What follows belongs to an exercise in optimizing a design on an open flow for small area; a production flow would make more cautious choices. Only simulation tests tie the RTL to the original design; equivalence was not proved. Power and IR drop assume default switching activity.

==> flow/design.v (excerpt) <==
module udp_rx_top (
	input  logic                         clk_125m,
	input  logic                         sys_rst,
	input  logic [7:0]                   i_rx_data,
	input  logic                         i_rx_valid,
	input  logic                         i_rx_last,
	output logic                         o_rx_ready,
	output logic [udp_rx_pkg::ID_W-1:0]   o_awid,
	output logic [udp_rx_pkg::ADDR_W-1:0] o_awaddr,
	output logic [udp_rx_pkg::LEN_W-1:0]  o_awlen,
	output logic                         o_awvalid,
	input  logic                         i_awready,
	output logic [udp_rx_pkg::DATA_W-1:0] o_wdata,
	output logic                         o_wlast,
	output logic                         o_wvalid,
	input  logic                         i_wready,
	input  logic                         i_bvalid,
	input  logic [1:0]                   i_bresp,
	output logic                         o_bready,
	output logic [47:0]                  o_pc_mac,
	output logic [31:0]                  o_pc_ip,
	output logic                         o_trig_arp,
	output logic                         o_wr_timeout
);
Settings: LEC_CHECK=0, CAP_MARGIN=20, CORE_MARGIN=2, CORE_UTILIZATION=60, CTS_CLUSTER_DIAMETER=100, CTS_CLUSTER_SIZE=30, PLACE_DENSITY=0.72, SLEW_MARGIN=20, SYNTH_HIERARCHICAL=1, SYNTH_MEMORY_MAX_BITS=8192; clock period 9.0 ns.
run.sh (not shown) runs the stock make flow with config.mk's settings and CLKGATE_MAP_FILE= SYNTH_SCRIPT=/design/flow/synth_recipe.tcl, a recipe that flattens the netlist after the stock synthesis.
The starting point completed with no timing, DRC or antenna violations.
Rerun with:
Settings changed: CORE_UTILIZATION 60 to 45, PLACE_DENSITY 0.72 to default.
What happened: Via count falls by 2.4%; total power goes up by 0.50%; clock skew climbs by 0.0034 ns; worst hold slack gains 0.0057 ns; critical path depth came out lower by 1; clock power rose by about 2%.

* * *

== 05-17 ==
Another version of the RTL of udp_rx_top (not shown whole).
For scale: ~4400 flip-flops, roughly 160 I/O pins, roughly 0.16 mm^2 of cells after synthesis.
==> flow/config.mk <==
export PLATFORM = sky130hd
export DESIGN_NAME = udp_rx_top
export DESIGN_NICKNAME = udp_rx_top
export VERILOG_FILES = /design/flow/design.v
export SDC_FILE = /design/flow/constraint.sdc
export NUM_CORES = 4
export LEC_CHECK = 0
export CAP_MARGIN = 20
export CORE_MARGIN = 2
export CORE_UTILIZATION = 60
export CTS_CLUSTER_DIAMETER = 80
export CTS_CLUSTER_SIZE = 28
export PLACE_DENSITY = 0.72
export SLEW_MARGIN = 20
export SYNTH_HIERARCHICAL = 1
export SYNTH_MEMORY_MAX_BITS = 8192
==> flow/constraint.sdc <==
create_clock -name core_clock -period 9.0 [get_ports {clk_125m}]
set_input_delay 1.8000 -clock core_clock [delete_from_list [all_inputs] [get_ports {clk_125m}]]
set_output_delay 1.8000 -clock core_clock [all_outputs]
set_load 0.01 [all_outputs]
standard.sh (not shown) runs the stock make flow with config.mk's settings and CLKGATE_MAP_FILE= SYNTH_SCRIPT=/design/flow/synth_recipe.tcl, a recipe that flattens the netlist after the stock synthesis.
==> flow/flow/run.sh <==
#!/bin/bash
# Own flow: the standard layout (standard.sh, standard synthesis unchanged),
# with the port buffers made with the smallest buffer cell and the clock tree
# built without dummy loads. make's full output goes to flow_make.log here.
set -euo pipefail
cd "$(dirname "$0")/.."
export BUFFER_PORTS_ARGS="-buffer_cell sky130_fd_sc_hd__buf_1"
export CTS_ARGS="-sink_clustering_enable -repair_clock_nets -sink_clustering_size 28 -sink_clustering_max_diameter 80 -dont_use_dummy_load"
bash standard.sh finish > flow_make.log 2>&1
For 09-12, these inputs were changed with respect to 05-17:
==> flow/run.sh (new file) <==
#!/bin/bash
# synth_recipe.tcl (not shown) runs the flow's synth.tcl, then flattens the netlist and writes it again
# the make line also repeats each setting of config.mk as NAME=value (left out here)
make -C /OpenROAD-flow-scripts/flow DESIGN_CONFIG=/design/flow/config.mk WORK_HOME=/design/flow/orfs CLKGATE_MAP_FILE= SYNTH_SCRIPT=/design/flow/synth_recipe.tcl finish
removed: flow/flow/run.sh
removed: flow/standard.sh
09-12: full flow OK, the timing, design-rule and antenna checks passed. On power dissipated in combinational cells: 09-12 sits above 05-17. 09-12 reports its endpoint of the worst setup timing path as i_beat_fifo.head[8]$_DFFE_PP_ while 05-17 reports i_beat_fifo.head[15]$_DFFE_PP_. 05-17 ended up with fewer cell instances than 09-12 did. 09-12 falls short of 05-17 in vias after detailed routing. Cmp 05-17 and 09-12 / final area / lower: 05-17.

* * *

Another version of the RTL of udp_rx_top (not shown whole).
For scale: ~8,000 cells after synthesis, about 160 I/O pins, ~160,000 µm² of cells after synthesis.
Settings: LEC_CHECK=0, CAP_MARGIN=20, CORE_MARGIN=2, CORE_UTILIZATION=60, CTS_CLUSTER_DIAMETER=80, CTS_CLUSTER_SIZE=28, PLACE_DENSITY=0.72, SLEW_MARGIN=20, SYNTH_HIERARCHICAL=1, SYNTH_MEMORY_MAX_BITS=8192; clock period 9.0 ns.
run.sh (not shown) runs the stock make flow with config.mk's settings and CLKGATE_MAP_FILE= SYNTH_SCRIPT=/design/flow/synth_recipe.tcl, a recipe that flattens the netlist after the stock synthesis.
Stock flow here: none of the scripts above is used.
The first run went through all stages and came out clean.
Edit:
==> flow/flow/run.sh (new file) <==
#!/bin/bash
# Own flow: the standard layout (standard.sh, standard synthesis unchanged),
# with the port buffers made with the smallest buffer cell and the clock tree
# built without dummy loads. make's full output goes to flow_make.log here.
set -euo pipefail
cd "$(dirname "$0")/.."
export BUFFER_PORTS_ARGS="-buffer_cell sky130_fd_sc_hd__buf_1"
export CTS_ARGS="-sink_clustering_enable -repair_clock_nets -sink_clustering_size 28 -sink_clustering_max_diameter 80 -dont_use_dummy_load"
bash standard.sh finish > flow_make.log 2>&1
==> flow/standard.sh (new file) <==
#!/bin/bash
# synth_recipe.tcl (not shown) runs the flow's synth.tcl, then flattens the netlist and writes it again
# the make line also repeats each setting of config.mk as NAME=value (left out here)
make -C /OpenROAD-flow-scripts/flow DESIGN_CONFIG=/design/flow/config.mk WORK_HOME=/design/flow/orfs CLKGATE_MAP_FILE= SYNTH_SCRIPT=/design/flow/synth_recipe.tcl "${@:-finish}"
removed: flow/run.sh
Effect:
- count of clock-buffer cells in the layout falls by 40
- total power goes down by 1.6%
- worst hold slack hardly moves
- worst setup slack is better by 0.070 ns
- cell area decreases by 0.83%
- cell count is lower by 0.77%
- die area does not change
- via count stays flat
- synthesized cell count does not change
- area after synthesis does not change
- routed wire length drops by 0.38%

==> static timing again, ports no longer ideal <==
How much do the figures lean on ideal ports? The routed layouts below were timed once more, with nothing changed but the port constraints. Step 1: set_driving_cell puts a clkbuf_16 on clk_125m and a buf_2 on each other input, an assumption about the parent block. Step 2, shift: input delay + t, output delay - t, t = (earliest + latest rising clock arrival at the registers) / 2. This alone moves slack from input paths to output paths. Three values: no drivers, after step 1, after step 2; two values: the first two.
| run | shift t [ns] | setup WS [ns] | hold WS [ns] | worst setup path at the end | pins driven straight from the clock port |
|---|---|---|---|---|---|
| the first run of note 1 | 1.002 | 0.631 / 0.631 / 0.631 | 0.450 / 0.450 / 0.450 | register to register | 1 |
| the second run of note 1 | 1.022 | 1.271 / 1.271 / 1.271 | 0.456 / 0.456 / 0.456 | register to register | 1 |
| 05-17 | 0.958 | 1.894 / 1.894 / 1.894 | 0.437 / 0.437 / 0.437 | register to register | 1 |
| 09-12 | 1.002 | 1.876 / 1.876 / 1.876 | 0.461 / 0.461 / 0.461 | register to register | 1 |
| the first run of note 3 | 0.985 | 1.189 / 1.189 / 1.189 | 0.454 / 0.454 / 0.454 | register to register | 1 |
| the second run of note 3 | 0.948 | 1.258 / 1.258 / 1.258 | 0.455 / 0.455 / 0.455 | register to register | 1 |
After both steps every run listed still meets setup and hold.
